What follows belongs to an exercise in optimizing a design on an open flow for small area and a short achievable clock period; a production flow would make more cautious choices. Where RTL was checked, it was by simulation tests only, not by an equivalence proof against the original. Only the layout flow was run in runs 3 to 5; the RTL was not checked for function there. No activity file was given, so power comes from the tool's default toggle rates.

==> flow/design.v <==
package biu_pkg;
    localparam int PHYS_AW = 20;
    localparam int DATA_W = 8;
endpackage
module responder_mem (
    input  logic        clk,
    input  logic [15:0] wsel_hi,
    input  logic [15:0] nwsel_hi,
    input  logic [15:0] sel_hi,
    input  logic [15:0] sel_lo,
    input  logic [7:0]  wdata,
    output logic [31:0] rpart
);
    logic [7:0] mem_q [256];
    for (genvar w = 0; w < 256; w++) begin : g_word
        logic we, nwe;
        assign we  = wsel_hi[w / 16] & sel_lo[w % 16];
        assign nwe = nwsel_hi[w / 16] | ~sel_lo[w % 16];
        always_ff @(posedge clk)
            mem_q[w] <= (mem_q[w] & {8{nwe}}) | (wdata & {8{we}});
    end
    logic [15:0] rsel_lo [4];
    logic [15:0] rsel_hi;
    always_ff @(posedge clk) begin
        for (int c = 0; c < 4; c++) rsel_lo[c] <= sel_lo & {16{|sel_hi[c*4 +: 4]}};
        rsel_hi <= sel_hi;
    end
    logic [7:0] grp [16];
    logic [31:0] rpart_d;
    always_comb begin
        for (int h = 0; h < 16; h++) begin
            grp[h] = '0;
            for (int l = 0; l < 16; l++)
                grp[h] = grp[h] | (mem_q[h*16+l] & {8{rsel_lo[h/4][l]}});
        end
        rpart_d = '0;
        for (int h = 0; h < 16; h++)
            rpart_d[(h/4)*8 +: 8] = rpart_d[(h/4)*8 +: 8] | (grp[h] & {8{rsel_hi[h]}});
    end
    always_ff @(posedge clk) rpart <= rpart_d;
endmodule
module bus_responder (
    input  logic                        clk,
    input  logic                        rst,
    input  logic [biu_pkg::PHYS_AW-1:0] addr_bus,
    input  logic                        ale,
    input  logic                        rd,
    input  logic                        wr,
    input  logic [biu_pkg::DATA_W-1:0]  data_in,
    output logic [biu_pkg::DATA_W-1:0]  data_out,
    output logic                        data_oe,
    output logic                        ready,
    output logic                        hit,
    output logic                        err
);
    logic s_addr, s_wait, s_acc, s_hm, s_miss, s_hold, hit_a, miss_go;
    logic rd_dir;
    logic [15:0] sel_hi, sel_lo;
    logic [7:0] wdata_q;
    logic [15:0] wsel_hi, nwsel_hi;
    logic [31:0] rpart;
    logic [7:0]  rdata;
    assign rdata = rpart[7:0] | rpart[15:8] | rpart[23:16] | rpart[31:24];
    logic idle, busy, latch, strobe, both, dir_strobe, drive, hit_d;
    assign s_hold     = s_hm & !s_miss;
    assign busy       = s_wait | s_acc | s_hm;
    assign idle       = !(busy | s_addr);
    assign latch      = ale && (idle || s_addr);
    assign strobe     = rd | wr;
    assign both       = rd & wr;
    assign dir_strobe = rd_dir ? rd : wr;
    assign drive      = (s_acc || (s_hold && strobe)) && rd_dir;
    assign miss_go    = s_addr && !ale && strobe && (both || !hit_a);
    always_comb begin
        hit_d = hit;
        if (latch)                  hit_d = addr_bus[19:8] == 12'h000;
        else if (s_addr && both)    hit_d = 1'b0;
        else if (s_hold && !strobe) hit_d = 1'b0;
    end
    responder_mem u_mem (
        .clk   (clk),
        .wsel_hi (wsel_hi),
        .nwsel_hi(nwsel_hi),
        .sel_hi(sel_hi),
        .sel_lo(sel_lo),
        .wdata (wdata_q),
        .rpart (rpart)
    );
    always_ff @(posedge clk or negedge rst) begin
        if (!rst) begin
            s_addr   <= 1'b0;
            s_wait   <= 1'b0;
            s_acc    <= 1'b0;
            s_hm     <= 1'b0;
            s_miss   <= 1'b0;
            ready    <= 1'b0;
            hit      <= 1'b0;
            err      <= 1'b0;
            data_oe  <= 1'b0;
            data_out <= '0;
        end else begin
            s_addr   <= latch || (s_addr && !strobe);
            s_wait   <= s_addr && !ale && strobe && !both && hit_a;
            s_acc    <= s_wait && dir_strobe;
            s_hm     <= s_acc || (s_hm && strobe) || miss_go;
            s_miss   <= miss_go || (s_miss && strobe);
            ready    <= s_acc || (s_hold && strobe);
            hit      <= hit_d;
            err      <= (s_addr && !ale && both) || (ale && busy);
            data_oe  <= drive;
            data_out <= rdata & {8{drive}};
        end
    end
    always_ff @(posedge clk) begin
        if (latch) begin
            sel_hi <= 16'(1) << addr_bus[7:4];
            sel_lo <= 16'(1) << addr_bus[3:0];
            hit_a  <= addr_bus[19:8] == 12'h000;
        end
        if (s_addr && !ale && strobe) rd_dir <= rd;
        wdata_q <= data_in;
        wsel_hi  <= sel_hi & {16{s_acc && !rd_dir}};
        nwsel_hi <= ~(sel_hi & {16{s_acc && !rd_dir}});
    end
endmodule
==> flow/run.sh <==
#!/bin/bash
# synth_recipe.tcl (not shown) runs the flow's synth.tcl, then flattens the netlist and writes it again
# the make line also repeats each setting of config.mk as NAME=value (left out here)
make -C /OpenROAD-flow-scripts/flow DESIGN_CONFIG=/design/flow/config.mk WORK_HOME=/design/flow/orfs CLKGATE_MAP_FILE= SYNTH_SCRIPT=/design/flow/synth_recipe.tcl finish
==> flow/config.mk <==
export PLATFORM = sky130hd
export DESIGN_NAME = bus_responder
export DESIGN_NICKNAME = bus_responder
export VERILOG_FILES = /design/flow/design.v
export SDC_FILE = /design/flow/constraint.sdc
export NUM_CORES = 4
export LEC_CHECK = 0
export CAP_MARGIN = 20
export CORE_MARGIN = 2
export CORE_UTILIZATION = 60
export CTS_CLUSTER_DIAMETER = 100
export CTS_CLUSTER_SIZE = 25
export PLACE_DENSITY = 0.7
export SETUP_SLACK_MARGIN = 2.0
export SLEW_MARGIN = 20
==> flow/constraint.sdc <==
create_clock -name core_clock -period 4.0 [get_ports {clk}]
set_input_delay 0.8000 -clock core_clock [delete_from_list [all_inputs] [get_ports {clk}]]
set_output_delay 0.8000 -clock core_clock [all_outputs]
set_load 0.01 [all_outputs]
==> results of run 1 <==
## stage by stage
step,util (%),hold slack [ps]
2_1_floorplan,-,389.8
3_3_place_gp,60.01,421.1
3_5_place_dp,60.01,405.7
4_1_cts,62.32,434.4
5_1_grt,62.61,438.2
6_report,62.67,434.2
## path summary, 6_finish.rpt
path / endpoint / cells after the start / slack, ps / startpoint
max in group asynchronous: data_out[0]$_DFF_PN0_ / 1 / 3030 / rst
worst min register to register: u_mem.rsel_hi[5]$_DFF_P_ / 0 / 430 / sel_hi[5]$_SDFFCE_PP0P_
min in group asynchronous: hit$_DFFE_PN0P_ / 1 / 490 / rst
worst min-delay path: u_mem.rsel_hi[5]$_DFF_P_ / 0 / 430 / sel_hi[5]$_SDFFCE_PP0P_
worst max-delay path: data_out[2] / 1 / 1930 / data_out[2]$_DFF_PN0_
worst max register to register: u_mem.rpart[24]$_DFF_P_ / 6 / 1950 / u_mem.rsel_lo[3][10]$_DFF_P_
## sequential cells by signal, indices dropped and copies added (netlist names), 8 cells and up
| name | flops |
|---|---|
| u_mem.rpart | 32 |
| sel_lo | 16 |
| nwsel_hi | 16 |
| wdata_q | 8 |
| u_mem.mem_q | 2048 |
| data_out | 8 |
| u_mem.rsel_hi | 16 |
| wsel_hi | 16 |
| u_mem.rsel_lo | 64 |
| sel_hi | 16 |
## worst register-to-register path: stages, from the launching register on
cell,delay (ps)
dfxtp_1,310
buf_4,260
a22o_1,300
a221oi_1,290
nand4_1,180
a22oi_1,440
nand3_1,150
## final cells by class
type | instances | share of cell area, %
antenna | 31 | 0.09160
clock buffer | 117 | 3.106
clock inverter | 2 | 0.04580
inverter | 19 | 0.08865
multi-input combinational | 3947 | 38.18
sequential | 2251 | 53.85
tap | 1781 | 2.631
timing repair buffer | 153 | 2.006
timing repair inverter | 1 | 0.008865
## power by group
group,switching [mW],internal (mW),total [mW]
registers,1.73,24.2,25.9
clock network,7.00,4.67,11.7
logic,3.18,2.13,5.31
total,11.9,31.0,42.9
## Yosys cell counts
cell	instances	area, sq um
a22o_1	2400	21020
dfxtp_1	2200	44040
clkbuf_1	520	1952
a221oi_1	352	3083
a22oi_1	352	2643
buf_2	295	1476
nand2b_1	261	1633
nand3_1	130	650.6
and2_1	125	782.0
nand4_1	97	606.8
buf_1	91	341.6
clkbuf_2	80	400.4
o21ai_0	66	330.3
nor2b_1	52	325.3
edfxtp_1	34	1021
nor2_1	27	101.4
nand2_1	25	93.84
inv_1	19	71.32
dfrtp_1	17	425.4
and2b_1	15	112.6
nor3_1	13	65.06
nor4_1	13	81.33
buf_6	12	135.1
nor4_2	4	50.05
and2_0	3	18.77
or2b_1	3	22.52
a21o_1	2	15.01
mux2i_1	2	20.02
a211o_1	1	8.760
a21boi_0	1	7.510
and3_1	1	6.260
nor3b_1	1	7.510
or2_2	1	6.260
## layer usage
layer	vias up	global-route usage, %
met4	4	12.27
met2	3459	50.56
li1	26470	-
met1	30920	49.10
met3	488	5.530
met5	-	0
## cells by family (layout without fill, tap and decap cells)
kind of cell    Yosys count  count (layout)
other cells               0              31
buf+inv                1017             292
flops                  2251            2251
mux                       2               2
compound gates         3174            3174
simple gates            771             771
## what timing repair did
action / 4_1_cts / 5_1_grt
hold buffers: 0 / 0
pin swaps: 11 / 18
resized for setup: 164 / 88
setup buffers: 5 / 3
gates cloned: 1 / 0
setup endpoints to repair: 1678 / 43
==> results.json, run 1 <==
{
  "die_area_sq_um": 138900,
  "multiInputGateArea_sq_um": 32330,
  "synth-seq-cells": 2251,
  "drv_slew": 0,
  "synth_xor_area_share_pct": 0,
  "wl_per_cell_microns": 29.57,
  "max_slew_margin_pct": 34.61,
  "synth_area_sq_um": 81560,
  "ir_worst_vdd_uv": 393.8,
  "cts.sinks": 2251,
  "drive_above_1_share_pct": 5.732,
  "setup_viol": 0,
  "first_iter_violations": 7305,
  "worstSetupEndpointType": "primary output",
  "ys_seq_area_share_pct": 55.78,
  "route.met3.wl_mm": 22.98,
  "placed_cell_area_sq_um": 81100,
  "tritoncts": "yes",
  "final_common_cell": "a22o_1",
  "postRouteAntennaNets": 0,
  "finalNetCount": 6506,
  "cts_buffer_depth": 3,
  "slowest_delay_ps": 390,
  "cp_num_buf_inv": 1,
  "io_buffers": 44,
  "clk_pin_slew_ps": 100,
  "setup_ws_ps": 1927,
  "muxShareOfSynthArea_pct": 0.02455,
  "grt_use_total_pct": 33.76,
  "avgSynthCellArea_sq_um": 11.30,
  "met1_length_mm": 106.7,
  "area_growth_pct": 3.837,
  "clock.fmax_mhz": 482.5,
  "setup.worst_path.start_class": "flop",
  "layout_common_cells": "a22o_1, dfxtp_1, a22oi_1",
  "vias": 61340,
  "grt-ovfl-total": 0,
  "ios": 45,
  "total_power_mw": 42.93,
  "setup_tns_ps": 0,
  "drc": 0,
  "dp_slack_ps": 1180,
  "worst_pin_slew_ps": 980.9,
  "hold_violations": 0,
  "numCtsBuffers": 100,
  "finalInstanceArea_sq_um": 84690,
  "syn_inst": 7215,
  "worstSetupPathType": "flop to primary output",
  "num_rows": 135,
  "ys_warn_count": 5,
  "crit_fanout": 1,
  "place_congestion": 0.8697,
  "leakagePower_nw": 32.00,
  "cellPowerDensity_nw_per_um2": 507.0,
  "synth_compound_area_share_pct": 33.24,
  "drt_pre_antenna_iters": 6,
  "min_period_over_period_pct": 51.81,
  "fp.dieW_microns": 372.7,
  "stdcell_count": 8302,
  "grt_pass1_vias": 58060,
  "path_cells": "buf_2",
  "required_ps": 3200,
  "rsz0062_at_grt": "yes",
  "worst_ep_arrival_time_ps": 1270,
  "n_fill_cell": 10570,
  "status": "timing/DRC/antenna clean",
  "synth_cell_types": 33,
  "yosys.area_share.simple_pct": 5.595,
  "core_area_sq_um": 135100,
  "clockRootBuffer": "clkbuf_16",
  "antenna_found_initial": 10,
  "critPathTopFamily": "flip-flops",
  "grt_max_degree": 93,
  "synth_fa_ha_area_share_pct": 0,
  "slowest_stage": "dfrtp_1",
  "cts_max_level": 3,
  "synth_top_family_by_area": "compound AO/OA/AOI/OAI gates",
  "synth_fp_nets": 7248,
  "regArea_sq_um": 45600,
  "place_inst": 8143,
  "dp.final_hpwl_mm": 145.8,
  "grt_pass1_wl_mm": 368.7,
  "top_layer_used": "met5",
  "fin_crit_ps": 2073,
  "clock_skew_ps": 37.89,
  "wirelength_mm": 245.5,
  "wl_met2_mm": 107.3,
  "start_util_pct": 60.35,
  "maxCapViolCount": 0,
  "insertion_delay_ps": 750,
  "hold_path.class": "flop to flop",
  "die_h_microns": 372.7,
  "vias_per_cell": 7.389
}
==> run 2, diff against run 1 <==
--- a/flow/config.mk
+++ b/flow/config.mk
@@ -7,9 +7,9 @@
 export LEC_CHECK = 0
 export CAP_MARGIN = 20
 export CORE_MARGIN = 2
-export CORE_UTILIZATION = 60
+export CORE_UTILIZATION = 55
 export CTS_CLUSTER_DIAMETER = 100
 export CTS_CLUSTER_SIZE = 25
-export PLACE_DENSITY = 0.7
-export SETUP_SLACK_MARGIN = 2.0
+export PLACE_DENSITY = 0.62
+export SETUP_SLACK_MARGIN = 2.1
 export SLEW_MARGIN = 20
==> run 2 against run 1 <==
Net effect: cell count increased by 2.4%; design area increased by 2.0%; via count decreased by 0.72%; clock-buffer cell count increased by 1; flip-flop and latch count unchanged; routed wire length increased by 4.5%; hold slack improved by 42 ps; die area increased by 9.0%; combinational power increased by 6.6%; clock skew decreased by 7.5 ps; largest cell class unchanged.
==> results.json, run 2 <==
{
  "io_buffers": 44,
  "setup_viol": 0,
  "cts_max_level": 3,
  "maxCapViolCount": 0,
  "hold_path.class": "input pin to async pin",
  "die_area_sq_um": 151400,
  "drv_slew": 0,
  "dp.final_hpwl_mm": 159.1,
  "fp.dieW_microns": 389.1,
  "ir_worst_vdd_uv": 367.0,
  "drt_pre_antenna_iters": 6,
  "area_growth_pct": 5.888,
  "stdcell_count": 8503,
  "synth_cell_types": 33,
  "path_cells": "buf_2",
  "hold_violations": 0,
  "total_power_mw": 43.50,
  "clockRootBuffer": "clkbuf_16",
  "min_period_over_period_pct": 51.94,
  "antenna_found_initial": 16,
  "wl_per_cell_microns": 30.18,
  "synth_area_sq_um": 81560,
  "place_inst": 8321,
  "slowest_stage": "dfrtp_1",
  "finalNetCount": 6572,
  "drive_above_1_share_pct": 8.862,
  "grt_max_degree": 93,
  "largest_register": "u_mem.mem_q",
  "synth_common_cells": "a22o_1, dfxtp_1, clkbuf_1",
  "place_congestion": 0.8803,
  "vias_per_cell": 7.162,
  "grt-ovfl-total": 0,
  "placed_cell_area_sq_um": 81500,
  "synth-seq-cells": 2251,
  "ys_warn_count": 5,
  "core_area_sq_um": 147500,
  "tritoncts": "yes",
  "clock.fmax_mhz": 481.3,
  "wl_met2_mm": 114.6,
  "reg_top3": "u_mem.mem_q x2048, u_mem.rsel_lo x64, u_mem.rpart x32",
  "synth_edf_count": 34,
  "num_rows": 141,
  "vias": 60900,
  "setup.worst_path.start_class": "flop",
  "wirelength_mm": 256.6,
  "rrSetupSlack_ps": 1980,
  "synthTopCellsByArea": "dfxtp_1, a22o_1, a221oi_1",
  "cp_num_buf_inv": 1,
  "synth_fp_nets": 7248,
  "timing.rr.start": "s_acc$_DFF_PN0_",
  "final_common_cell": "a22o_1",
  "setup_tns_ps": 0,
  "synthFlopType": "dfxtp_1",
  "die_h_microns": 389.1,
  "numCtsBuffers": 100,
  "syn_inst": 7215,
  "clock_skew_ps": 30.35,
  "insertion_delay_ps": 760,
  "status": "timing/DRC/antenna clean",
  "cellPowerDensity_nw_per_um2": 503.7,
  "cts_buffer_depth": 3,
  "ys_seq_area_share_pct": 55.78,
  "n_fill_cell": 12130,
  "drc": 0,
  "reg2reg_depth": 3,
  "start_util_pct": 55.30,
  "synth_top_area_share_pct": 54.00,
  "synth.most_common_cell": "a22o_1",
  "worstSetupPathType": "flop to primary output",
  "layout_common_cells": "a22o_1, dfxtp_1, a22oi_1",
  "max_slew_margin_pct": 35.73,
  "fin_crit_ps": 2078,
  "slowest_delay_ps": 380,
  "largest_register_ffs": 2048,
  "finalInstanceArea_sq_um": 86360,
  "r2r-end": "sel_hi[2]$_SDFFCE_PP0P_",
  "rsz0062_at_grt": "yes",
  "grt_pass1_wl_mm": 384.1,
  "leakagePower_nw": 32.68,
  "route.met3.wl_mm": 20.75,
  "cts.sinks": 2251,
  "worstSetupEndpointType": "primary output",
  "required_ps": 3200,
  "ios": 45,
  "crit_path_start": "data_out[5]$_DFF_PN0_",
  "worst_ep_arrival_time_ps": 1280,
  "first_iter_violations": 6668,
  "critPathTopFamily": "flip-flops",
  "grt_use_total_pct": 32.62,
  "worst_pin_slew_ps": 955.2,
  "grt_pass1_vias": 57730,
  "clk_pin_slew_ps": 100,
  "synthArstFlopShare_pct": 0.7552,
  "met1_length_mm": 114.0,
  "top_layer_used": "met5",
  "avgSynthCellArea_sq_um": 11.30,
  "crit_fanout": 1,
  "postRouteAntennaNets": 0,
  "synth_top_area_cell": "dfxtp_1"
}
[run 2: logic make-up (layout without fill, tap and decap cells)]
kind of cell	count (synthesis)	count (layout)	share of synthesized area, %
buffers and inverters	1017	358	5.367
flip-flops	2251	2251	55.78
AND/OR/NAND/NOR	771	771	5.595
AO/OA/AOI/OAI	3174	3174	33.24
multiplexers	2	2	0.02455
other	0	17	0
[run 2: power by group]
part / switching [mW] / leakage [nW] / internal (mW)
clock: 7.06 / 1.32 / 4.75
combinational: 3.34 / 12.9 / 2.32
sequential: 1.81 / 18.5 / 24.2
[run 2: worst max path at each step]
stage                          endpoint  slack, ps  cells after the start
2_1_floorplan           hit_a$_DFFE_PP_       2220                      2
3_3_place_gp    sel_lo[1]$_SDFFCE_PP0P_       1320                      3
3_5_place_dp    sel_lo[8]$_SDFFCE_PN0P_       1260                      3
4_1_cts                     data_out[5]       1880                      1
5_1_grt        sel_lo[14]$_SDFFCE_PN0P_       1790                      3
6_report                    data_out[5]       1920                      1
[run 2: area by class of cell]
| type | count | area, sq um | area share (%) |
|---|---|---|---|
| Antenna cell | 17 | 42.54 | 0.04926 |
| Clock buffer | 118 | 2676 | 3.099 |
| Clock inverter | 1 | 30.03 | 0.03477 |
| Inverter | 19 | 75.07 | 0.08693 |
| Multi-Input combinational cell | 3947 | 33030 | 38.25 |
| Sequential cell | 2251 | 45660 | 52.87 |
| Tap cell | 1930 | 2415 | 2.796 |
| Timing Repair Buffer | 220 | 2435 | 2.819 |
[run 2: routing by layer]
metal	vias to the layer above	global-route usage, %
met5	-	0
met4	12	9.471
met3	370	5.002
met2	2877	50.07
met1	31020	47.49
li1	26620	-
[run 2: what timing repair did]
| action | 4_1_cts | 5_1_grt |
|---|---|---|
| resized for setup | 330 | 157 |
| pin swaps | 30 | 34 |
| endpoints found under the setup margin | 1759 | 475 |
| cloned | 0 | 2 |
| setup buffers | 24 | 20 |
| hold buffers | 0 | 0 |
[run 2: per-stage QoR]
step	util, %	hold slack (ps)	setup WS, ps
floorplan	-	389.8	2223
global placement	55.26	455.4	1321
detailed placement	55.26	454.5	1262
CTS	57.89	437.5	1882
global route	58.53	462.6	1787
finish	58.55	475.9	1922
==> run 3, diff against run 2 <==
--- a/flow/design.v
+++ b/flow/design.v
@@ -12,10 +12,12 @@
     output logic [31:0] rpart
 );
     logic [7:0] mem_q [256];
+    logic [15:0] nsel_lo;
+    always_ff @(posedge clk) nsel_lo <= ~sel_lo;
     for (genvar w = 0; w < 256; w++) begin : g_word
         logic we, nwe;
-        assign we  = wsel_hi[w / 16] & sel_lo[w % 16];
-        assign nwe = nwsel_hi[w / 16] | ~sel_lo[w % 16];
+        assign we  = ~(nwsel_hi[w / 16] | nsel_lo[w % 16]);
+        assign nwe = ~(wsel_hi[w / 16] & sel_lo[w % 16]);
         always_ff @(posedge clk)
             mem_q[w] <= (mem_q[w] & {8{nwe}}) | (wdata & {8{we}});
     end
@@ -60,7 +62,10 @@
     logic [15:0] wsel_hi, nwsel_hi;
     logic [31:0] rpart;
     logic [7:0]  rdata;
-    assign rdata = rpart[7:0] | rpart[15:8] | rpart[23:16] | rpart[31:24];
+    always_comb begin
+        rdata = '0;
+        for (int k = 0; k < 4; k++) rdata = rdata | rpart[k*8 +: 8];
+    end
     logic idle, busy, latch, strobe, both, dir_strobe, drive, hit_d;
     assign s_hold     = s_hm & !s_miss;
     assign busy       = s_wait | s_acc | s_hm;
--- a/flow/config.mk
+++ b/flow/config.mk
@@ -7,9 +7,9 @@
 export LEC_CHECK = 0
 export CAP_MARGIN = 20
 export CORE_MARGIN = 2
-export CORE_UTILIZATION = 55
+export CORE_UTILIZATION = 60
 export CTS_CLUSTER_DIAMETER = 100
 export CTS_CLUSTER_SIZE = 25
-export PLACE_DENSITY = 0.62
-export SETUP_SLACK_MARGIN = 2.1
+export PLACE_DENSITY = 0.7
+export SETUP_SLACK_MARGIN = 2.0
 export SLEW_MARGIN = 20
==> run 3 against run 2 <==
Net effect: first-iteration DRC count rose by 31%; still clean; largest cell class unchanged; fmax fell by 6.4%; register-to-register slack got worse by 140 ps; total power fell by 0.48%; sequential share of layout area rose by 1.3 points.
==> results.json, run 3 <==
{
  "r2r-end": "u_mem.rsel_lo[1][2]$_DFF_P_",
  "area_growth_pct": 6.759,
  "ys_seq_area_share_pct": 57.72,
  "synth_edf_count": 34,
  "syn_inst": 6935,
  "drc": 0,
  "worst_ep_arrival_time_ps": 1420,
  "fin_crit_ps": 2219,
  "tritoncts": "yes",
  "insertion_delay_ps": 750,
  "synth_top_area_cell": "dfxtp_1",
  "worst-path-stages": 1,
  "synthArstFlopShare_pct": 0.7499,
  "cts.sinks": 2267,
  "rsz0062_at_grt": "yes",
  "cts_max_level": 3,
  "dp.final_hpwl_mm": 163.4,
  "largest_register_ffs": 2048,
  "crit_path_start": "data_out[5]$_DFF_PN0_",
  "vias": 63010,
  "clk_pin_slew_ps": 100,
  "total_power_mw": 43.29,
  "synth_area_sq_um": 79360,
  "synthTopCellsByArea": "dfxtp_1, a22o_1, a221oi_1",
  "hold_violations": 0,
  "vias_per_cell": 7.441,
  "leakagePower_nw": 32.30,
  "ios": 45,
  "hp-start": "sel_hi[7]$_SDFFCE_PP0P_",
  "start_util_pct": 60.45,
  "min_period_over_period_pct": 55.47,
  "die_h_microns": 367.7,
  "synth_common_cells": "a22o_1, dfxtp_1, clkbuf_1",
  "clock_skew_ps": 24.99,
  "slowest_stage": "dfrtp_2",
  "clockRootBuffer": "clkbuf_16",
  "endpoint": "data_out[5]",
  "required_ps": 3200,
  "crit_fanout": 1,
  "whs_ps": 462.4,
  "grt_pass1_wl_mm": 389.6,
  "layout_common_cells": "a22o_1, dfxtp_1, nor2_1",
  "core_area_sq_um": 131300,
  "synthFlopType": "dfxtp_1",
  "setup_viol": 0,
  "numCtsBuffers": 100,
  "reg_top3": "u_mem.mem_q x2048, u_mem.rsel_lo x64, u_mem.rpart x32",
  "rrSetupSlack_ps": 1840,
  "fp.dieW_microns": 367.7,
  "cp_num_buf_inv": 1,
  "timing.rr.start": "sel_lo[2]$_SDFFCE_PP0P_",
  "maxCapViolCount": 0,
  "num_rows": 133,
  "place_congestion": 0.8938,
  "status": "timing/DRC/antenna clean",
  "setup_tns_ps": 0,
  "worst_pin_slew_ps": 1209,
  "max_slew_margin_pct": 19.41,
  "worstSetupEndpointType": "primary output",
  "io_buffers": 44,
  "avgSynthCellArea_sq_um": 11.44,
  "synth-seq-cells": 2267,
  "grt-ovfl-total": 0,
  "cts_buffer_depth": 3,
  "postRouteAntennaNets": 0,
  "synth_top_area_share_pct": 55.90,
  "hold_path.class": "flop to flop",
  "synth.most_common_cell": "a22o_1",
  "ys_warn_count": 5,
  "grt_max_degree": 125,
  "postCtsHoldBufs": 0,
  "largest_register": "u_mem.mem_q",
  "drive_above_1_share_pct": 6.656,
  "antenna_found_initial": 14,
  "slowest_delay_ps": 500,
  "wirelength_mm": 266.1,
  "final_common_cell": "a22o_1",
  "finalNetCount": 6715,
  "die_area_sq_um": 135200,
  "synth_cell_types": 30,
  "setup.worst_path.start_class": "flop",
  "cellPowerDensity_nw_per_um2": 510.9,
  "critPathTopFamily": "flip-flops",
  "path_cells": "buf_6",
  "grt_pass1_vias": 57830,
  "wl_per_cell_microns": 31.42,
  "clock.fmax_mhz": 450.7,
  "ir_worst_vdd_uv": 403.3,
  "synth_fp_nets": 6968,
  "n_fill_cell": 10180,
  "grt_use_total_pct": 37.69,
  "reg2reg_depth": 3,
  "drv_slew": 0,
  "drt_pre_antenna_iters": 8,
  "worstSetupPathType": "flop to primary output",
  "first_iter_violations": 8702
}
[run 3: report_power, final]
part	internal, mW	leakage, nW	switching (mW)
Clock	4.74	1.32	7.01
Sequential	24.4	18.6	1.93
Combinational	2.11	12.4	3.09
[run 3: cell type report]
class	count	area, sq um	share of cell area [%]
multi-input cells	4075	31670	37.38
well taps	1755	2196	2.592
repair buffers	202	2066	2.438
inverters	35	135.1	0.1595
clock buffers	120	2684	3.168
diodes	12	30.03	0.03544
repair inverters	1	7.507	0.008860
clock inverters	1	8.758	0.01034
flip-flops and latches	2267	45930	54.21
[run 3: kinds of logic (layout without fill, tap and decap cells)]
family | after synthesis | count (layout) | share of synthesized area [%]
other | 0 | 12 | 0
flip-flops | 2267 | 2267 | 57.72
AND/OR/NAND/NOR | 899 | 899 | 4.914
multiplexers | 2 | 2 | 0.02523
AO/OA/AOI/OAI | 3174 | 3174 | 34.16
buffers and inverters | 593 | 359 | 3.186
[run 3: worst min-delay path by stage]
stage / to / slack (ps) / cells past startpoint
final: u_mem.rsel_hi[7]$_DFF_P_ / 460 / 0
after global routing: wdata_q[3]$_DFF_P_ / 450 / 1
after CTS: wdata_q[0]$_DFF_P_ / 440 / 1
after detailed placement: u_mem.rsel_hi[15]$_DFF_P_ / 430 / 0
after global placement: u_mem.rsel_hi[15]$_DFF_P_ / 440 / 0
after floorplan: u_mem.rsel_hi[13]$_DFF_P_ / 390 / 0
[run 3: timing repair]
action	4_1_cts	5_1_grt
pin swaps	6	17
resized for setup	155	68
setup buffers	6	11
setup endpoints to repair	302	223
gates cloned	0	1
[run 3: per-layer routing]
| layer | up-vias | track usage (%) | part of all wire (%) |
|---|---|---|---|
| met5 | - | 0 | 0.056 |
| met4 | 20 | 15.53 | 4.4 |
| met3 | 601 | 8.417 | 11 |
| met2 | 3851 | 54.29 | 43 |
| met1 | 31510 | 54.58 | 42 |
| li1 | 27040 | - | - |
[run 3: metrics by stage]
stage	util (%)	setup slack [ps]	area (sq um)	instances
finish	64.53	1781	84730	8468
global route	64.51	1734	84700	8456
CTS	64.18	1759	84260	8444
detailed placement	61.75	1159	81070	8317
global placement	61.63	1158	80920	8310
floorplan	-	2083	79370	6935
==> run 4, diff against run 3 <==
--- a/flow/design.v
+++ b/flow/design.v
@@ -9,7 +9,7 @@
     input  logic [15:0] sel_hi,
     input  logic [15:0] sel_lo,
     input  logic [7:0]  wdata,
-    output logic [31:0] rpart
+    output logic [63:0] rpart
 );
     logic [7:0] mem_q [256];
     logic [15:0] nsel_lo;
@@ -28,7 +28,7 @@
         rsel_hi <= sel_hi;
     end
     logic [7:0] grp [16];
-    logic [31:0] rpart_d;
+    logic [63:0] rpart_d;
     always_comb begin
         for (int h = 0; h < 16; h++) begin
             grp[h] = '0;
@@ -37,7 +37,7 @@
         end
         rpart_d = '0;
         for (int h = 0; h < 16; h++)
-            rpart_d[(h/4)*8 +: 8] = rpart_d[(h/4)*8 +: 8] | (grp[h] & {8{rsel_hi[h]}});
+            rpart_d[(h/2)*8 +: 8] = rpart_d[(h/2)*8 +: 8] | (grp[h] & {8{rsel_hi[h]}});
     end
     always_ff @(posedge clk) rpart <= rpart_d;
 endmodule
@@ -60,11 +60,11 @@
     logic [15:0] sel_hi, sel_lo;
     logic [7:0] wdata_q;
     logic [15:0] wsel_hi, nwsel_hi;
-    logic [31:0] rpart;
+    logic [63:0] rpart;
     logic [7:0]  rdata;
     always_comb begin
         rdata = '0;
-        for (int k = 0; k < 4; k++) rdata = rdata | rpart[k*8 +: 8];
+        for (int k = 0; k < 8; k++) rdata = rdata | rpart[k*8 +: 8];
     end
     logic idle, busy, latch, strobe, both, dir_strobe, drive, hit_d;
     assign s_hold     = s_hm & !s_miss;
==> run 4 against run 3 <==
Net effect: combinational power is 3% higher; routed wire length is 0.50% higher; setup slack better by 30 ps; clock power hardly changed; critical path type unchanged; register-to-register slack better by 90 ps; synthesized cell count is 1.2% lower; first-iteration DRC count hardly changed; hold slack worse by 460 ps; largest power group unchanged; sequential power hardly changed.
==> results.json, run 4 <==
{
  "synth_top_area_share_pct": 56.14,
  "worstSetupPathType": "flop to primary output",
  "die_area_sq_um": 136500,
  "synth_cell_types": 29,
  "final_common_cell": "a22o_1",
  "synth_common_cells": "a22o_1, dfxtp_1, a221oi_1",
  "hold_path.class": "input pin to async pin",
  "status": "timing/DRC/antenna clean",
  "synth-seq-cells": 2299,
  "maxCapViolCount": 0,
  "num_rows": 134,
  "finalNetCount": 6606,
  "grt_pass1_wl_mm": 392.0,
  "fin_crit_ps": 2189,
  "grt_use_total_pct": 37.78,
  "finalInstanceArea_sq_um": 84640,
  "min_period_over_period_pct": 54.73,
  "layout_common_cells": "a22o_1, dfxtp_1, a221oi_1",
  "place_congestion": 0.9211,
  "grt_max_degree": 133,
  "die_h_microns": 369.5,
  "grt_pass1_vias": 57760,
  "cp_num_buf_inv": 1,
  "wl_per_cell_microns": 31.94,
  "ys_seq_area_share_pct": 57.94,
  "synth.most_common_cell": "a22o_1",
  "area_growth_pct": 5.583,
  "clock.fmax_mhz": 456.8,
  "total_power_mw": 43.73,
  "timing.rr.start": "u_mem.nsel_lo[7]$_DFF_P_",
  "numCtsBuffers": 101,
  "avgSynthCellArea_sq_um": 11.69,
  "insertion_delay_ps": 770,
  "start_util_pct": 60.29,
  "slowest_delay_ps": 490,
  "reg_top3": "u_mem.mem_q x2048, u_mem.rpart x64, u_mem.rsel_lo x64",
  "antenna_found_initial": 15,
  "n_fill_cell": 10350,
  "largest_register": "u_mem.mem_q",
  "drt_pre_antenna_iters": 6,
  "worst_ep_arrival_time_ps": 1390,
  "wirelength_mm": 267.4,
  "core_area_sq_um": 133000,
  "drc": 0,
  "required_ps": 3200,
  "leakagePower_nw": 32.32,
  "synth_fp_nets": 6888,
  "rsz0062_at_grt": "yes",
  "grt-ovfl-total": 0,
  "slowest_stage": "dfrtp_2",
  "setup.worst_path.start_class": "flop",
  "cts_max_level": 3,
  "fp.dieW_microns": 369.5,
  "setup_tns_ps": 0,
  "synthTopCellsByArea": "dfxtp_1, a22o_1, a221oi_1",
  "worst_pin_slew_ps": 1099,
  "synth_top_area_cell": "dfxtp_1",
  "largest_register_ffs": 2048,
  "ios": 45,
  "hold_violations": 0,
  "crit_fanout": 1,
  "vias_per_cell": 7.546,
  "drv_slew": 0,
  "synthArstFlopShare_pct": 0.7395,
  "clk_pin_slew_ps": 100,
  "clock_skew_ps": 28.04,
  "synthFlopType": "dfxtp_1",
  "ir_worst_vdd_uv": 472.6,
  "clockRootBuffer": "clkbuf_16",
  "synth_area_sq_um": 80160,
  "critPathTopFamily": "flip-flops",
  "tritoncts": "yes",
  "worstSetupEndpointType": "primary output",
  "max_slew_margin_pct": 26.74,
  "cts.sinks": 2299,
  "ys_warn_count": 5,
  "path_cells": "buf_6",
  "vias": 63190,
  "postRouteAntennaNets": 0,
  "syn_inst": 6855,
  "dp.final_hpwl_mm": 159.8,
  "cts_buffer_depth": 3,
  "setup_viol": 0,
  "synth_edf_count": 34,
  "crit_path_start": "data_out[4]$_DFF_PN0_",
  "cellPowerDensity_nw_per_um2": 516.7,
  "io_buffers": 44,
  "first_iter_violations": 8695,
  "placed_cell_area_sq_um": 81620,
  "drive_above_1_share_pct": 5.431
}
## run 4: cell type report
cell class,count,area [sq um],area share [%]
Inverter,35,135.1,0.1597
Clock buffer,122,2691,3.180
Sequential cell,2299,46560,55.01
Multi-Input combinational cell,3955,31290,36.96
Antenna cell,14,35.03,0.04139
Tap cell,1768,2212,2.614
Timing Repair inverter,1,7.507,0.008870
Timing Repair Buffer,180,1715,2.027
## run 4: worst reg2reg max path, stage by stage, from the launching register on
cell and delay (ps):
dfxtp_2 1000, buf_4 400, nor2_1 230, a22o_1 320
## run 4: power by group
group	switching (mW)	total [mW]	leakage [nW]	internal, mW
clock	7.10	11.8	1.31	4.75
sequential	1.79	26.5	18.8	24.7
combinational	3.19	5.35	12.2	2.16
## run 4: cell families after synthesis
logic type,synth area share [%]
multiplexers,0.02497
buffers and inverters,3.300
AO/OA/AOI/OAI,34.36
AND/OR/NAND/NOR,4.369
flip-flops,57.94
## run 4: metrics by stage
step	util, %	setup WS [ps]	hold slack [ps]	cells
global placement	61.37	1255	415.6	8231
global route	63.64	1777	7.432	8361
floorplan	-	2083	389.8	6855
detailed placement	61.39	1243	420.5	8232
CTS	63.44	1795	425.6	8356
finish	63.66	1811	5.818	8374
## run 4: path summary, 6_finish.rpt
check                                               to  cells past startpoint  slack, ps
min in group core_clock      u_mem.rsel_hi[14]$_DFF_P_                      0        440
setup reg to reg           u_mem.mem_q[199][7]$_DFF_P_                      3       1930
hold / removal                          s_hm$_DFF_PN0_                      1          6
hold reg to reg              u_mem.rsel_hi[14]$_DFF_P_                      0        440
setup / recovery                           data_out[4]                      1       1810
max in group asynchronous        data_out[2]$_DFF_PN0_                      1       3610
## run 4: timing repair
| action | 4_1_cts | 5_1_grt |
|---|---|---|
| gates cloned | 1 | 0 |
| setup buffers | 1 | 4 |
| endpoints found under the setup margin | 116 | 263 |
| pin swaps | 1 | 12 |
| hold buffers | 0 | 0 |
| hold endpoints to repair | 0 | 0 |
| gates resized for setup | 77 | 45 |
## run 4: layer usage
| layer | global-route usage, % | routed length (microns) | part of all wire, % |
|---|---|---|---|
| met5 | 0 | 94 | 0.035 |
| met4 | 15.77 | 12930 | 4.8 |
| met3 | 8.726 | 31830 | 12 |
| met2 | 53.26 | 111000 | 42 |
| met1 | 55.31 | 111600 | 42 |
==> run 5, diff against run 4 <==
--- a/flow/design.v
+++ b/flow/design.v
@@ -12,12 +12,10 @@
     output logic [63:0] rpart
 );
     logic [7:0] mem_q [256];
-    logic [15:0] nsel_lo;
-    always_ff @(posedge clk) nsel_lo <= ~sel_lo;
     for (genvar w = 0; w < 256; w++) begin : g_word
         logic we, nwe;
-        assign we  = ~(nwsel_hi[w / 16] | nsel_lo[w % 16]);
-        assign nwe = ~(wsel_hi[w / 16] & sel_lo[w % 16]);
+        assign we  = wsel_hi[w / 16] & sel_lo[w % 16];
+        assign nwe = nwsel_hi[w / 16] | ~sel_lo[w % 16];
         always_ff @(posedge clk)
             mem_q[w] <= (mem_q[w] & {8{nwe}}) | (wdata & {8{we}});
     end
==> flow/flow/run.sh (new file) <==
#!/bin/bash
# The standard layout, with one change: after detailed placement, each output
# port's register is moved next to the port's output buffer (move_out_regs.tcl).
set -euo pipefail
export POST_DETAIL_PLACE_TCL="$PWD/flow/move_out_regs.tcl"
bash standard.sh POST_DETAIL_PLACE_TCL="$POST_DETAIL_PLACE_TCL" finish > standard.log 2>&1
test -f out/final.def
==> flow/flow/move_out_regs.tcl (new file) <==
# Hook run after detailed placement (POST_DETAIL_PLACE_TCL): place each output
# port's register next to that port's output buffer, so the register-to-port
# wire is short, then legalize the placement again.
set block [ord::get_db_block]
set core [$block getCoreArea]
set cx [expr {([$core xMin] + [$core xMax]) / 2}]
set cy [expr {([$core yMin] + [$core yMax]) / 2}]
set moved 0
foreach bt [$block getBTerms] {
  if {[$bt getIoType] ne "OUTPUT"} { continue }
  set net [$bt getNet]
  if {$net eq "NULL"} { continue }
  set buf ""
  foreach it [$net getITerms] { if {[$it isOutputSignal]} { set buf [$it getInst] } }
  if {$buf eq ""} { continue }
  set innet ""
  foreach it [$buf getITerms] { if {[$it isInputSignal]} { set innet [$it getNet] } }
  if {$innet eq "" || $innet eq "NULL"} { continue }
  set drv ""
  foreach it [$innet getITerms] { if {[$it isOutputSignal]} { set drv [$it getInst] } }
  if {$drv eq ""} { continue }
  if {![string match "*__df*" [[$drv getMaster] getName]]} { continue }
  set loc [$buf getLocation]
  set x [lindex $loc 0]
  set y [lindex $loc 1]
  # a few microns from the buffer toward the core's centre
  set dx [expr {$cx - $x}]
  set dy [expr {$cy - $y}]
  set d [expr {sqrt($dx * $dx + $dy * $dy)}]
  if {$d > 0} {
    set x [expr {int($x + 8000.0 * $dx / $d)}]
    set y [expr {int($y + 8000.0 * $dy / $d)}]
  }
  puts "move_out_regs: [$drv getName] from [$drv getLocation] to $x $y (buffer [$buf getName] at $loc)"
  $drv setLocation $x $y
  incr moved
}
puts "move_out_regs: moved $moved output registers"
detailed_placement
optimize_mirroring
utl::info FLW 12 "Placement violations [check_placement -verbose]."
==> flow/standard.sh (new file) <==
#!/bin/bash
# synth_recipe.tcl (not shown) runs the flow's synth.tcl, then flattens the netlist and writes it again
# the make line also repeats each setting of config.mk as NAME=value (left out here)
make -C /OpenROAD-flow-scripts/flow DESIGN_CONFIG=/design/flow/config.mk WORK_HOME=/design/flow/orfs CLKGATE_MAP_FILE= SYNTH_SCRIPT=/design/flow/synth_recipe.tcl "${@:-finish}"
removed: flow/run.sh
==> run 5 against run 4 <==
Net effect: fmax is 5.1% higher; first-iteration DRC count down 12%; largest power group unchanged; routed wire length is 6.5% lower.
==> results.json, run 5 <==
{
  "synth_compound_area_share_pct": 33.40,
  "slowest_stage": "nand2_1",
  "synth-seq-cells": 2283,
  "ios": 45,
  "synth_xor_area_share_pct": 0,
  "setup_tns_ps": 0,
  "synth_cell_types": 33,
  "clock_skew_ps": 18.43,
  "grt_use_met3_pct": 6.021,
  "grt_use_total_pct": 34.09,
  "largest_register": "u_mem.mem_q",
  "slowest_delay_ps": 550,
  "worst-path-stages": 5,
  "syn_inst": 7135,
  "grt_pass1_vias": 56920,
  "stdcell_count": 8190,
  "cts.sinks": 2283,
  "maxCapViolCount": 0,
  "cp_num_buf_inv": 1,
  "ir_worst_vdd_uv": 370.9,
  "clk_pin_slew_ps": 100,
  "required_ps": 4520,
  "synthArstFlopShare_pct": 0.7446,
  "worst_ep_arrival_time_ps": 2600,
  "min_period_over_period_pct": 52.08,
  "cellPowerDensity_nw_per_um2": 511.5,
  "grt_max_degree": 103,
  "die_area_sq_um": 140400,
  "wl_per_cell_microns": 30.52,
  "place_congestion": 0.8677,
  "synth_fp_nets": 7168,
  "status": "timing/DRC/antenna clean",
  "io_buffers": 44,
  "area_growth_pct": 2.770,
  "path_cells": "clkdlybuf4s50_1, or2_2, a21o_1, nand2_1, a21oi_2",
  "cts_max_level": 3,
  "leakagePower_nw": 32.03,
  "grt_most_used_layer": "met1",
  "first_iter_violations": 7619,
  "yosys.area_share.simple_pct": 5.039,
  "met2_usage_pct": 49.55,
  "gr-usage-met1_pct": 51.38,
  "synthFlopType": "dfxtp_1",
  "muxShareOfSynthArea_pct": 0.02427,
  "rrSetupSlack_ps": 1960,
  "fp.dieW_microns": 374.8,
  "rsz0062_at_grt": "yes",
  "numCtsBuffers": 101,
  "setup_viol": 0,
  "antenna_found_initial": 13,
  "largest_register_ffs": 2048,
  "drv_slew": 0,
  "layout_common_cells": "a22o_1, dfxtp_1, a221oi_1",
  "max_slew_margin_pct": 17.24,
  "grt_pass1_wl_mm": 372.9,
  "hold_violations": 0,
  "clockRootBuffer": "clkbuf_16",
  "core_area_sq_um": 137000,
  "start_util_pct": 60.21,
  "synthTopCellsByArea": "dfxtp_1, a22o_1, a221oi_1",
  "timing.rr.start": "u_mem.rpart[35]$_DFF_P_",
  "grt-ovfl-total": 0,
  "synth_edf_count": 34,
  "n_fill_cell": 10690,
  "tritoncts": "yes",
  "worstSetupEndpointType": "flop",
  "setup.worst_path.start_class": "input pin",
  "synth_area_sq_um": 82480,
  "drive_above_1_share_pct": 5.120,
  "reg_top3": "u_mem.mem_q x2048, u_mem.rpart x64, u_mem.rsel_lo x64",
  "drt_pre_antenna_iters": 5,
  "wirelength_mm": 250.0,
  "ys_warn_count": 5,
  "synth_top_area_share_pct": 54.17,
  "hold_path.class": "input pin to async pin",
  "final_common_cell": "a22o_1",
  "fin_crit_ps": 2083,
  "dp.final_hpwl_mm": 146.5,
  "critPathTopFamily": "simple AND/OR/NAND/NOR gates",
  "vias_per_cell": 7.472,
  "drc": 0,
  "synth_top_area_cell": "dfxtp_1",
  "die_h_microns": 374.8,
  "worstSetupPathType": "input pin to flop",
  "postRouteAntennaNets": 0,
  "place_inst": 8038,
  "finalNetCount": 6386,
  "avgSynthCellArea_sq_um": 11.56,
  "vias": 61200,
  "synth_common_cells": "a22o_1, dfxtp_1, a221oi_1",
  "num_rows": 136,
  "reg2reg_depth": 2,
  "insertion_delay_ps": 750,
  "synth_fa_ha_area_share_pct": 0,
  "worst_pin_slew_ps": 1230,
  "synth_top_family_by_area": "compound AO/OA/AOI/OAI gates",
  "ys_seq_area_share_pct": 55.93,
  "cts_buffer_depth": 3,
  "crit_fanout": 9,
  "synth.most_common_cell": "a22o_1",
  "r2r-end": "data_out[3]$_DFF_PN0_",
  "clock.fmax_mhz": 480.1
}
## run 5: per-layer routing
layer	vias up	share of wire, %
li1	26260	-
met1	31070	43
met2	3500	43
met3	360	11
met4	8	2.6
met5	-	0.023
## run 5: report_power, final
| part | internal, mW | switching (mW) | total, mW |
|---|---|---|---|
| sequential | 24.6 | 2.02 | 26.6 |
| combinational | 2.13 | 2.88 | 5.01 |
| clock | 4.74 | 7.03 | 11.8 |
| total | 31.4 | 11.9 | 43.4 |
## run 5: how the worst max path moves through the flow
stage | start | to
2_1_floorplan | ale | hit_a$_DFFE_PP_
3_3_place_gp | ale | sel_lo[1]$_SDFFCE_PP0P_
3_5_place_dp | ale | sel_lo[3]$_SDFFCE_PP0P_
4_1_cts | s_acc$_DFF_PN0_ | sel_lo[3]$_SDFFCE_PP0P_
5_1_grt | data_out[0]$_DFF_PN0_ | data_out[0]
6_report | wr | data_out[3]$_DFF_PN0_
## run 5: cell families after synthesis
| logic type | after synthesis |
|---|---|
| simple gates | 675 |
| flops | 2283 |
| compound gates | 3150 |
| buf+inv | 1025 |
| mux | 2 |
## run 5: metrics by stage
stage	instance area, sq um	util (%)	worst slack [ps]	hold WS (ps)	power (mW)
after global routing	84710	61.84	1878	436.3	44.61
after detailed placement	81560	59.54	1098	454.4	31.74
after floorplan	82480	-	2083	389.8	29.43
after global placement	81560	59.54	1125	455.4	31.63
final	84760	61.88	1917	438.2	43.36
after CTS	84370	61.59	1837	435.8	43.14
## run 5: layout make-up
type	count	area, sq um	share of cell area, %
Timing Repair inverter	1	7.507	0.008857
Timing Repair Buffer	120	1318	1.554
Antenna cell	29	72.57	0.08561
Clock inverter	1	20.02	0.02362
Clock buffer	116	2669	3.149
Tap cell	1794	2245	2.648
Multi-Input combinational cell	3827	32100	37.87
Inverter	19	75.07	0.08857
Sequential cell	2283	46260	54.57
## run 5: timing repair
action                                  4_1_cts  5_1_grt
hold buffers                                  0        1
resized for setup                            97       56
hold endpoints to repair                      0        8
endpoints found under the setup margin     1940       89
pin swaps                                     1        6
gates cloned                                  0        1
buffers inserted                              1        2

## separate check: timing with driven ports
The results above use ideal ports. As a check the final layouts listed here were re-extracted and re-timed, cells and wires unchanged. Step 1 (the two cells are an assumption about what drives the block):
set clk [get_ports {clk}]
set_driving_cell -lib_cell sky130_fd_sc_hd__clkbuf_16 $clk
set_driving_cell -lib_cell sky130_fd_sc_hd__buf_2 [delete_from_list [all_inputs] $clk]
Step 2 moves the port delays by t, midway between the first and last clock arrival at a register: inputs arrive t later, outputs are due t later. That takes back most of the time a late clock gives input paths. Three values: ideal, step 1, step 2; two values: the first two.
run	shift t [ns]	slack for setup (ns)	hold slack, ns	clock arrival spread, ns	worst register clock-pin slew, ns
run 1	0.815	1.927 / 1.850 / 1.624	0.434 / 0.424 / 0.434	0.047 / 0.047	0.11 / 0.11
run 2	0.827	1.922 / 1.839 / 1.249	0.476 / 0.420 / 0.481	0.035 / 0.035	0.11 / 0.11
run 3	0.827	1.781 / 1.696 / 1.517	0.462 / 0.407 / 0.462	0.029 / 0.029	0.10 / 0.10
run 4	0.839	1.811 / 1.727 / 1.454	0.006 / -0.052 / 0.440	0.031 / 0.032	0.11 / 0.11
run 5	0.817	1.917 / 1.849 / 1.141	0.438 / 0.386 / 0.482	0.024 / 0.024	0.10 / 0.10
After both steps setup and hold are still met in every run listed. For run 5, which loses most, drivers alone change the setup slack by -0.068 ns; drivers and shift together by -0.776 ns.
